Context: an optimization exercise on an open-source flow, tuned for small area, a short achievable clock period and few clock cycles. The choices shown serve that exercise and are no tape-out recipe.
The RTL was checked by simulation tests, not by an equivalence proof against the original design.
Power figures rest on the tool's default switching activity, not on a simulated workload.

<file path="flow/run.sh">
#!/bin/bash
# synth_recipe.tcl (not shown) runs the flow's synth.tcl, then flattens the netlist and writes it again
# the make line also repeats each setting of config.mk as NAME=value (left out here)
make -C /OpenROAD-flow-scripts/flow DESIGN_CONFIG=/design/flow/config.mk WORK_HOME=/design/flow/orfs CLKGATE_MAP_FILE= SYNTH_SCRIPT=/design/flow/synth_recipe.tcl finish
</file>
<file path="flow/config.mk">
export PLATFORM = sky130hd
export DESIGN_NAME = can_rx_frame_cache_diag_latch
export DESIGN_NICKNAME = can_rx_frame_cache_diag_latch
export VERILOG_FILES = /design/flow/design.v
export SDC_FILE = /design/flow/constraint.sdc
export NUM_CORES = 4
export LEC_CHECK = 0
export CAP_MARGIN = 20
export CORE_MARGIN = 2
export CORE_UTILIZATION = 40
export SLEW_MARGIN = 20
</file>
<file path="flow/design.v">
package crfc_pkg;
    localparam int unsigned IdW      = 11;
    localparam int unsigned LenW     = 4;
    localparam int unsigned DataW    = 64;
    localparam int unsigned TimeW    = 32;
    localparam int unsigned PidW     = 8;
    localparam int unsigned ValW     = 16;
    localparam int unsigned NumSlots = 5;
    localparam int unsigned SlotIdxW = 3;
    localparam int unsigned CfgIdxW  = 3;
    localparam int unsigned STdataW = 152;
    localparam int unsigned MTdataW = 152;
    localparam int unsigned STuserW = 3;
    localparam logic [IdW-1:0] RstRpmId     = 11'h100;
    localparam logic [IdW-1:0] RstSpeedId   = 11'h110;
    localparam logic [IdW-1:0] RstCoolantId = 11'h120;
    localparam logic [IdW-1:0] RstGearId    = 11'h121;
    localparam logic [IdW-1:0] RstFuelId    = 11'h32F;
    localparam logic [IdW-1:0] RstDiagId    = 11'h746;
    localparam logic [7:0] SessMinByte0 = 8'h02;
    localparam logic [7:0] SessByte1    = 8'h50;
    localparam logic [7:0] SessByte2    = 8'h80;
    localparam logic [7:0] ReadByte1    = 8'h61;
    localparam logic [LenW-1:0] SessMinLen = 4'd3;
    localparam logic [LenW-1:0] ReadMinLen = 4'd5;
    localparam logic [LenW-1:0] MaxLen     = 4'd8;
    typedef enum logic [2:0] {
        MODE_FRAME     = 3'd0,
        MODE_SESS_REQ  = 3'd1,
        MODE_READ_REQ  = 3'd2,
        MODE_TAKE_SESS = 3'd3,
        MODE_TAKE_READ = 3'd4,
        MODE_GET_SLOT  = 3'd5
    } mode_t;
    typedef enum logic [CfgIdxW-1:0] {
        REG_RPM_ID     = 3'd0,
        REG_SPEED_ID   = 3'd1,
        REG_COOLANT_ID = 3'd2,
        REG_GEAR_ID    = 3'd3,
        REG_FUEL_ID    = 3'd4,
        REG_DIAG_ID    = 3'd5
    } cfg_reg_t;
    typedef enum logic {
        ST_IDLE = 1'b0,
        ST_RESP = 1'b1
    } state_t;
    typedef struct packed {
        logic                hit;
        logic [SlotIdxW-1:0] idx;
    } match_t;
    typedef struct packed {
        logic [LenW-1:0]  len;
        logic [DataW-1:0] payload;
        logic [TimeW-1:0] stamp;
    } slot_entry_t;
endpackage
module crfc_id_match (
    input  logic [crfc_pkg::NumSlots-1:0][crfc_pkg::IdW-1:0] id_list,
    input  logic [crfc_pkg::IdW-1:0]                          key,
    output crfc_pkg::match_t                                  match
);
    always_comb begin
        match.hit = 1'b0;
        match.idx = '0;
        for (int k = crfc_pkg::NumSlots - 1; k >= 0; k--) begin
            if (id_list[k] == key) begin
                match.hit = 1'b1;
                match.idx = crfc_pkg::SlotIdxW'(k);
            end
        end
    end
endmodule
module crfc_slot_mem (
    input  logic                           aclk,
    input  logic                           aresetn,
    input  logic                           wr_en,
    input  logic [crfc_pkg::SlotIdxW-1:0]  wr_idx,
    input  crfc_pkg::slot_entry_t          wr_data,
    input  logic                           rd_en,
    input  logic [crfc_pkg::SlotIdxW-1:0]  rd_idx,
    output logic                           rd_valid,
    output crfc_pkg::slot_entry_t          rd_data
);
    logic [crfc_pkg::LenW+crfc_pkg::DataW+crfc_pkg::TimeW-1:0] slot_mem [0:crfc_pkg::NumSlots-1];
    logic [crfc_pkg::NumSlots-1:0] valid_reg, valid_next;
    logic                          rd_valid_reg;
    crfc_pkg::slot_entry_t         rd_data_reg;
    always_comb begin
        valid_next = valid_reg;
        if (wr_en) begin
            valid_next[wr_idx] = 1'b1;
        end
    end
    always_ff @(posedge aclk) begin
        if (!aresetn) begin
            valid_reg <= '0;
        end else begin
            valid_reg <= valid_next;
        end
    end
    always_ff @(posedge aclk) begin
        if (wr_en) begin
            slot_mem[wr_idx] <= wr_data;
        end
        if (rd_en) begin
            rd_data_reg  <= slot_mem[rd_idx];
        end
    end
    always_ff @(posedge aclk) begin
        if (!aresetn) begin
            rd_valid_reg <= 1'b0;
        end else if (rd_en) begin
            rd_valid_reg <= valid_reg[rd_idx];
        end
    end
    assign rd_valid = rd_valid_reg;
    assign rd_data  = rd_valid_reg ? rd_data_reg : '0;
endmodule
module can_rx_frame_cache_diag_latch (
    input  logic                            aclk,
    input  logic                            aresetn,
    input  logic                            s_tvalid,
    output logic                            s_tready,
    input  logic [crfc_pkg::STdataW-1:0]    s_tdata,
    input  logic [crfc_pkg::STuserW-1:0]    s_tuser,
    output logic                            m_tvalid,
    input  logic                            m_tready,
    output logic [crfc_pkg::MTdataW-1:0]    m_tdata,
    input  logic                            cfg_wr_en,
    input  logic [crfc_pkg::CfgIdxW-1:0]    cfg_index,
    input  logic [crfc_pkg::IdW-1:0]        cfg_data
);
    logic [crfc_pkg::IdW-1:0]   in_id;
    logic [crfc_pkg::LenW-1:0]  in_len;
    logic [crfc_pkg::DataW-1:0] in_data;
    logic [crfc_pkg::PidW-1:0]  in_pid;
    logic [crfc_pkg::IdW-1:0]   in_lookup;
    logic [crfc_pkg::TimeW-1:0] in_now;
    assign in_id     = s_tdata[10:0];
    assign in_len    = s_tdata[32:29];
    assign in_data   = s_tdata[96:33];
    assign in_pid    = s_tdata[104:97];
    assign in_lookup = s_tdata[115:105];
    assign in_now    = s_tdata[147:116];
    logic [crfc_pkg::NumSlots-1:0][crfc_pkg::IdW-1:0] slot_id_reg, slot_id_next;
    logic [crfc_pkg::IdW-1:0]                          diag_id_reg, diag_id_next;
    always_comb begin
        slot_id_next = slot_id_reg;
        diag_id_next = diag_id_reg;
        if (cfg_wr_en) begin
            case (cfg_index)
                crfc_pkg::REG_RPM_ID:     slot_id_next[0] = cfg_data;
                crfc_pkg::REG_SPEED_ID:   slot_id_next[1] = cfg_data;
                crfc_pkg::REG_COOLANT_ID: slot_id_next[2] = cfg_data;
                crfc_pkg::REG_GEAR_ID:    slot_id_next[3] = cfg_data;
                crfc_pkg::REG_FUEL_ID:    slot_id_next[4] = cfg_data;
                crfc_pkg::REG_DIAG_ID:    diag_id_next    = cfg_data;
                default: ;
            endcase
        end
    end
    always_ff @(posedge aclk) begin
        if (!aresetn) begin
            slot_id_reg[0] <= crfc_pkg::RstRpmId;
            slot_id_reg[1] <= crfc_pkg::RstSpeedId;
            slot_id_reg[2] <= crfc_pkg::RstCoolantId;
            slot_id_reg[3] <= crfc_pkg::RstGearId;
            slot_id_reg[4] <= crfc_pkg::RstFuelId;
            diag_id_reg    <= crfc_pkg::RstDiagId;
        end else begin
            slot_id_reg <= slot_id_next;
            diag_id_reg <= diag_id_next;
        end
    end
    crfc_pkg::match_t rx_match, lk_match;
    crfc_id_match u_rx_match (
        .id_list (slot_id_reg),
        .key     (in_id),
        .match   (rx_match)
    );
    crfc_id_match u_lk_match (
        .id_list (slot_id_reg),
        .key     (in_lookup),
        .match   (lk_match)
    );
    crfc_pkg::state_t state_reg, state_next;
    logic             accept;
    logic             is_frame, is_sess_req, is_read_req;
    logic             is_take_sess, is_take_read, is_get_slot;
    assign accept = s_tvalid && s_tready;
    always_comb begin
        is_frame     = 1'b0;
        is_sess_req  = 1'b0;
        is_read_req  = 1'b0;
        is_take_sess = 1'b0;
        is_take_read = 1'b0;
        is_get_slot  = 1'b0;
        case (s_tuser)
            crfc_pkg::MODE_FRAME:     is_frame     = 1'b1;
            crfc_pkg::MODE_SESS_REQ:  is_sess_req  = 1'b1;
            crfc_pkg::MODE_READ_REQ:  is_read_req  = 1'b1;
            crfc_pkg::MODE_TAKE_SESS: is_take_sess = 1'b1;
            crfc_pkg::MODE_TAKE_READ: is_take_read = 1'b1;
            crfc_pkg::MODE_GET_SLOT:  is_get_slot  = 1'b1;
            default: ;
        endcase
    end
    logic [crfc_pkg::LenW-1:0] clamp_len;
    crfc_pkg::slot_entry_t     new_entry;
    always_comb begin
        clamp_len = (in_len > crfc_pkg::MaxLen) ? crfc_pkg::MaxLen : in_len;
        new_entry.len   = clamp_len;
        new_entry.stamp = in_now;
        for (int b = 0; b < 8; b++) begin
            new_entry.payload[8*b +: 8] =
                (crfc_pkg::LenW'(b) < clamp_len) ? in_data[8*b +: 8] : 8'h00;
        end
    end
    logic                  slot_wr_en;
    logic                  slot_rd_valid;
    crfc_pkg::slot_entry_t slot_rd_data;
    assign slot_wr_en = accept && is_frame && rx_match.hit;
    crfc_slot_mem u_slot_mem (
        .aclk     (aclk),
        .aresetn  (aresetn),
        .wr_en    (slot_wr_en),
        .wr_idx   (rx_match.idx),
        .wr_data  (new_entry),
        .rd_en    (accept && is_get_slot),
        .rd_idx   (lk_match.idx),
        .rd_valid (slot_rd_valid),
        .rd_data  (slot_rd_data)
    );
    logic diag_hit, sess_reply, read_reply;
    assign diag_hit   = is_frame && !rx_match.hit && (in_id == diag_id_reg);
    assign sess_reply = (in_len >= crfc_pkg::SessMinLen)
                     && (in_data[7:0] >= crfc_pkg::SessMinByte0)
                     && (in_data[15:8] == crfc_pkg::SessByte1)
                     && (in_data[23:16] == crfc_pkg::SessByte2);
    assign read_reply = (in_len >= crfc_pkg::ReadMinLen)
                     && (in_data[15:8] == crfc_pkg::ReadByte1);
    logic                       sess_flag_reg, sess_flag_next;
    logic                       read_flag_reg, read_flag_next;
    logic [crfc_pkg::PidW-1:0]  read_pid_reg, read_pid_next;
    logic [crfc_pkg::ValW-1:0]  read_val_reg, read_val_next;
    logic [crfc_pkg::TimeW-1:0] last_rx_reg, last_rx_next;
    logic                       take_read_ok;
    assign take_read_ok = read_flag_reg && (read_pid_reg == in_pid);
    always_comb begin
        sess_flag_next = sess_flag_reg;
        read_flag_next = read_flag_reg;
        read_pid_next  = read_pid_reg;
        read_val_next  = read_val_reg;
        last_rx_next   = last_rx_reg;
        if (accept) begin
            if (is_frame) begin
                last_rx_next = in_now;
                if (diag_hit) begin
                    if (sess_reply) begin
                        sess_flag_next = 1'b1;
                    end else if (read_reply) begin
                        read_flag_next = 1'b1;
                        read_pid_next  = in_data[23:16];
                        read_val_next  = {in_data[31:24], in_data[39:32]};
                    end
                end
            end
            if (is_sess_req || is_take_sess) begin
                sess_flag_next = 1'b0;
            end
            if (is_read_req || (is_take_read && take_read_ok)) begin
                read_flag_next = 1'b0;
            end
        end
    end
    always_ff @(posedge aclk) begin
        if (!aresetn) begin
            sess_flag_reg <= 1'b0;
            read_flag_reg <= 1'b0;
            read_pid_reg  <= '0;
            read_val_reg  <= '0;
            last_rx_reg   <= '0;
        end else begin
            sess_flag_reg <= sess_flag_next;
            read_flag_reg <= read_flag_next;
            read_pid_reg  <= read_pid_next;
            read_val_reg  <= read_val_next;
            last_rx_reg   <= last_rx_next;
        end
    end
    logic                      pend_ok_reg, pend_ok_next;
    logic [crfc_pkg::ValW-1:0] pend_val_reg, pend_val_next;
    logic                      pend_slot_reg, pend_slot_next;
    logic                      pend_hit_reg, pend_hit_next;
    always_comb begin
        pend_ok_next   = pend_ok_reg;
        pend_val_next  = pend_val_reg;
        pend_slot_next = pend_slot_reg;
        pend_hit_next  = pend_hit_reg;
        if (accept) begin
            pend_ok_next   = (is_take_sess && sess_flag_reg)
                          || (is_take_read && take_read_ok);
            pend_val_next  = (is_take_read && take_read_ok) ? read_val_reg : '0;
            pend_slot_next = is_get_slot;
            pend_hit_next  = lk_match.hit;
        end
    end
    always_ff @(posedge aclk) begin
        pend_ok_reg   <= pend_ok_next;
        pend_val_reg  <= pend_val_next;
        pend_slot_reg <= pend_slot_next;
        pend_hit_reg  <= pend_hit_next;
    end
    logic                         out_free, out_load;
    logic                         m_valid_reg, m_valid_next;
    logic [crfc_pkg::MTdataW-1:0] m_data_reg, m_data_next;
    logic                         res_ok;
    crfc_pkg::slot_entry_t        res_entry;
    assign out_free = !m_valid_reg || m_tready;
    always_comb begin
        state_next = state_reg;
        case (state_reg)
            crfc_pkg::ST_IDLE: begin
                if (accept && (is_take_sess || is_take_read || is_get_slot)) begin
                    state_next = crfc_pkg::ST_RESP;
                end
            end
            crfc_pkg::ST_RESP: begin
                if (out_free) begin
                    state_next = crfc_pkg::ST_IDLE;
                end
            end
            default: state_next = crfc_pkg::ST_IDLE;
        endcase
    end
    always_comb begin
        s_tready = 1'b0;
        out_load = 1'b0;
        case (state_reg)
            crfc_pkg::ST_IDLE: s_tready = 1'b1;
            crfc_pkg::ST_RESP: out_load = out_free;
            default: ;
        endcase
    end
    always_ff @(posedge aclk) begin
        if (!aresetn) begin
            state_reg <= crfc_pkg::ST_IDLE;
        end else begin
            state_reg <= state_next;
        end
    end
    always_comb begin
        res_ok    = pend_ok_reg;
        res_entry = '0;
        if (pend_slot_reg) begin
            res_ok = pend_hit_reg && slot_rd_valid;
            if (pend_hit_reg) begin
                res_entry = slot_rd_data;
            end
        end
        m_data_next  = m_data_reg;
        m_valid_next = m_valid_reg && !m_tready;
        if (out_load) begin
            m_valid_next = 1'b1;
            m_data_next  = {3'b000, last_rx_reg, res_entry.stamp, res_entry.len,
                            res_entry.payload, pend_val_reg, res_ok};
        end
    end
    always_ff @(posedge aclk) begin
        if (!aresetn) begin
            m_valid_reg <= 1'b0;
        end else begin
            m_valid_reg <= m_valid_next;
        end
    end
    always_ff @(posedge aclk) begin
        m_data_reg <= m_data_next;
    end
    assign m_tvalid = m_valid_reg;
    assign m_tdata  = m_data_reg;
endmodule
</file>
<file path="flow/constraint.sdc">
create_clock -name core_clock -period 3.5 [get_ports {aclk}]
set_input_delay 0.7000 -clock core_clock [delete_from_list [all_inputs] [get_ports {aclk}]]
set_output_delay 0.7000 -clock core_clock [all_outputs]
set_load 0.01 [all_outputs]
</file>
==> summary.txt <==
[worst max-delay path, stage by stage]
cell	delay, ns
clkdlybuf4s50_1	0.57
xor2_1	0.22
nor4_2	0.30
nand3_1	0.28
nand2b_4	0.26
a21oi_4	0.22
buf_12	0.24
buf_12	0.17
mux2i_1	0.30
a221oi_2	0.11
[metrics by stage]
step | setup slack [ns] | hold WS (ns) | instances
6_report | 0.454 | 0.420 | 3910
3_3_place_gp | -0.196 | 0.406 | 3735
4_1_cts | 0.477 | 0.422 | 3909
3_5_place_dp | -0.174 | 0.407 | 3735
2_1_floorplan | -0.986 | 0.400 | 2276
5_1_grt | 0.375 | 0.431 | 3910
[routing by layer]
layer / wire, um / track usage (%) / vias up
li1: - / - / 9285
met1: 38900 / 26.3 / 10100
met2: 43000 / 32.2 / 570
met3: 4680 / 2.79 / 115
met4: 2110 / 5.94 / 0
met5: 0 / 0 / -
[final timing paths]
kind	endpoint	slack, ns	depth (start not counted)
worst max register to register	u_slot_mem.rd_data_reg[4]	0.78	9
worst min-delay path	m_tdata[10]	0.42	0
worst max-delay path	u_slot_mem.rd_data_reg[4]	0.45	10
worst min register to register	m_tdata[10]	0.42	0
[power breakdown]
| part | internal [uW] | total [uW] | switching, uW |
|---|---|---|---|
| clock | 5600 | 9730 | 4130 |
| sequential | 11700 | 11800 | 54.3 |
| combinational | 409 | 903 | 494 |
| total | 17700 | 22400 | 4680 |
[final cells by class]
class	instances	share of cell area (%)
multi-input cells	1226	20.0
well taps	1155	3.30
flip-flops and latches	900	58.7
inverters	7	0.0686
clock buffers	121	5.79
repair buffers	447	11.0
diodes	1	0.00571
clock inverters	53	1.19
[synthesized netlist by cell type, drive strengths merged (2+ instances only)]
cell type / instances / area (sq um)
nor3b: 2 / 15.0
nor3: 23 / 120
o22ai: 101 / 632
ha: 2 / 25.0
nand2: 217 / 815
nor2: 119 / 447
xnor2: 31 / 272
nand4: 8 / 56.3
o21a: 6 / 45.0
a21o: 3 / 22.5
clkbuf: 82 / 308
a21boi: 78 / 586
buf: 61 / 521
inv: 7 / 26.3
nand4b: 2 / 17.5
xor2: 99 / 867
nand2b: 6 / 45.0
edfxtp: 768 / 23100
mux2i: 125 / 1250
or4: 2 / 15.0
nor4: 23 / 156
and2: 135 / 845
nand3: 38 / 205
dfxtp: 132 / 2640
a221oi: 100 / 1500
a21oi: 6 / 41.3
and3: 4 / 25.0
o21ai: 4 / 20.0
nor2b: 81 / 507
[logic make-up after synthesis]
family                   after synthesis  share of synthesized area, %
multiplexers                         125                          3.56
adder cells (fa/ha/maj)                2                        0.0712
flip-flops                           900                          73.1
XOR/XNOR                             130                          3.24
AND/OR/NAND/NOR                      663                          9.36
AO/OA/AOI/OAI                        303                          8.23
other                                  1                        0.0107
buffers and inverters                150                          2.43
==> results.py <==
metrics = {
    "run_status": {
        "outcome": "timing/DRC/antenna clean",
    },
    "cells_and_area": {
        "largest_reg_flops": 500,
        "num-fill-cells": 7177,
        "fin_util_pct": 50.4,
        "layout_commonest_cell": "edfxtp_1",
        "fin_nets": 2853,
        "area_growth_pct": 24.6,
        "seq_area_sq_um": 25700,
        "most-common-layout-cells": "edfxtp_1, clkdlybuf4s50_1, nand2_1",
        "final_layout_size_suffix_gt1_share_pct": 15.0,
        "stdcell_area_sq_um": 43800,
        "multi_input_area_sq_um": 8750,
    },
    "floorplan": {
        "start_util_pct": 40.5,
        "coreArea_sq_um": 86900,
        "die_area_sq_um": 90300,
        "row_count": 108,
        "design.portCount": 328,
        "die_h_um": 300,
        "die_w_um": 300,
    },
    "worst_setup_path": {
        "cp.arrival_ns": 3.40,
        "crit_type": "primary input to flip-flop",
        "r2r-start": "slot_id_reg[41]",
        "endpoint_kind": "flip-flop",
        "cp-start-kind": "primary input",
        "crit_fanout": 17,
        "startpoint": "s_tdata[113]",
        "required_ns": 3.86,
    },
    "clock_network": {
        "path_clk_slew_ns": 0.06,
        "cts_setup_buffers": 0,
        "cts_resized": 0,
        "numCtsBuffers": 95,
        "cts_tree": "yes",
        "h-tree-depth": 3,
        "clk_latency_ns": 0.66,
        "hold_buffers": 0,
        "cts_buffer_depth": 3,
        "cts-root-buf": "clkbuf_16",
        "clock-sinks": 900,
    },
    "place": {
        "port_buffers": 302,
        "place_congestion": 0.854,
        "dp_hpwl_mm": 56.0,
        "place_area_sq_um": 40700,
    },
    "global_routing": {
        "grt_max_degree": 77,
        "grt.total_usage_pct": 19.3,
        "antenna_found_initial": 1,
        "grt-ovfl-total": 0,
        "grt_pass1_wl_mm": 130,
        "grt_pass1_vias": 20800,
    },
    "min_path": {
        "worstHoldPathType": "flip-flop to flip-flop",
        "hold_start": "pend_val_reg[9]",
    },
    "timing": {
        "maxSlewViolCount": 0,
        "fin_setup_tns_ns": 0,
        "finalHoldViolCount": 0,
        "rsz0062_at_grt": "no",
        "finalClockSkew_ns": 0.0295,
        "fin_crit_sh_pct": 87.0,
        "worst_slew_pin_slew_ns": 0.835,
        "min_period_ns": 3.05,
        "fmax_mhz": 328,
        "finalSetupViolations": 0,
        "slew-limit-headroom_pct": 44.1,
    },
    "drt": {
        "route.vias.total": 20000,
        "drtIter0Drc": 1246,
        "wl_per_cell_um": 22.7,
        "first_pass_iters": 5,
        "drtAntennaViolNets": 0,
        "viasPerCell": 5.12,
        "wl_mm": 88.7,
        "drcViolationCount": 0,
    },
    "job": {
        "maxCapViolCount": 0,
    },
    "yosys": {
        "synth_top_flop_cell": "edfxtp_1",
        "synth.distinct_cells": 48,
        "ys_seq_elements": 900,
        "yosys_warnings": 3,
        "synth_area_per_cell_sq_um": 15.5,
        "netlist_area_sq_um": 35200,
        "syn_inst": 2274,
        "yosysSeqAreaShare_pct": 73.1,
        "synth_edf_count": 768,
        "async_flop_share_pct": 0,
    },
    "power": {
        "cellPowerDensity_nw_per_um2": 512,
        "ir_worst_vdd_mv": 0.343,
        "p_total_uw": 22400,
        "leakage_uw": 0.0144,
    },
}
Testbench counts, summed over its fixed seeds: cycles 16,922.

what the ideal ports hide:
How much do the figures lean on ideal ports? The routed layout below was timed once more, with nothing changed but the port constraints. Step 1: set_driving_cell puts a clkbuf_16 on aclk and a buf_2 on each other input, an assumption about the parent block. Step 2 moves the port delays by t, midway between the first and last clock arrival at a register: inputs arrive t later, outputs are due t later. That takes back most of the time a late clock gives input paths. a / b / c = ideal ports / drivers / drivers and shift; a / b = the first two.
shift t [ns]: 0.709
slack for setup (ns): 0.454 / 0.499 / -0.210
worst setup path after step 2: input to register
Met with ideal ports but missed after step 2: setup timing in this run. For this run, drivers alone change the setup slack by +0.045 ns; drivers and shift together by -0.664 ns.
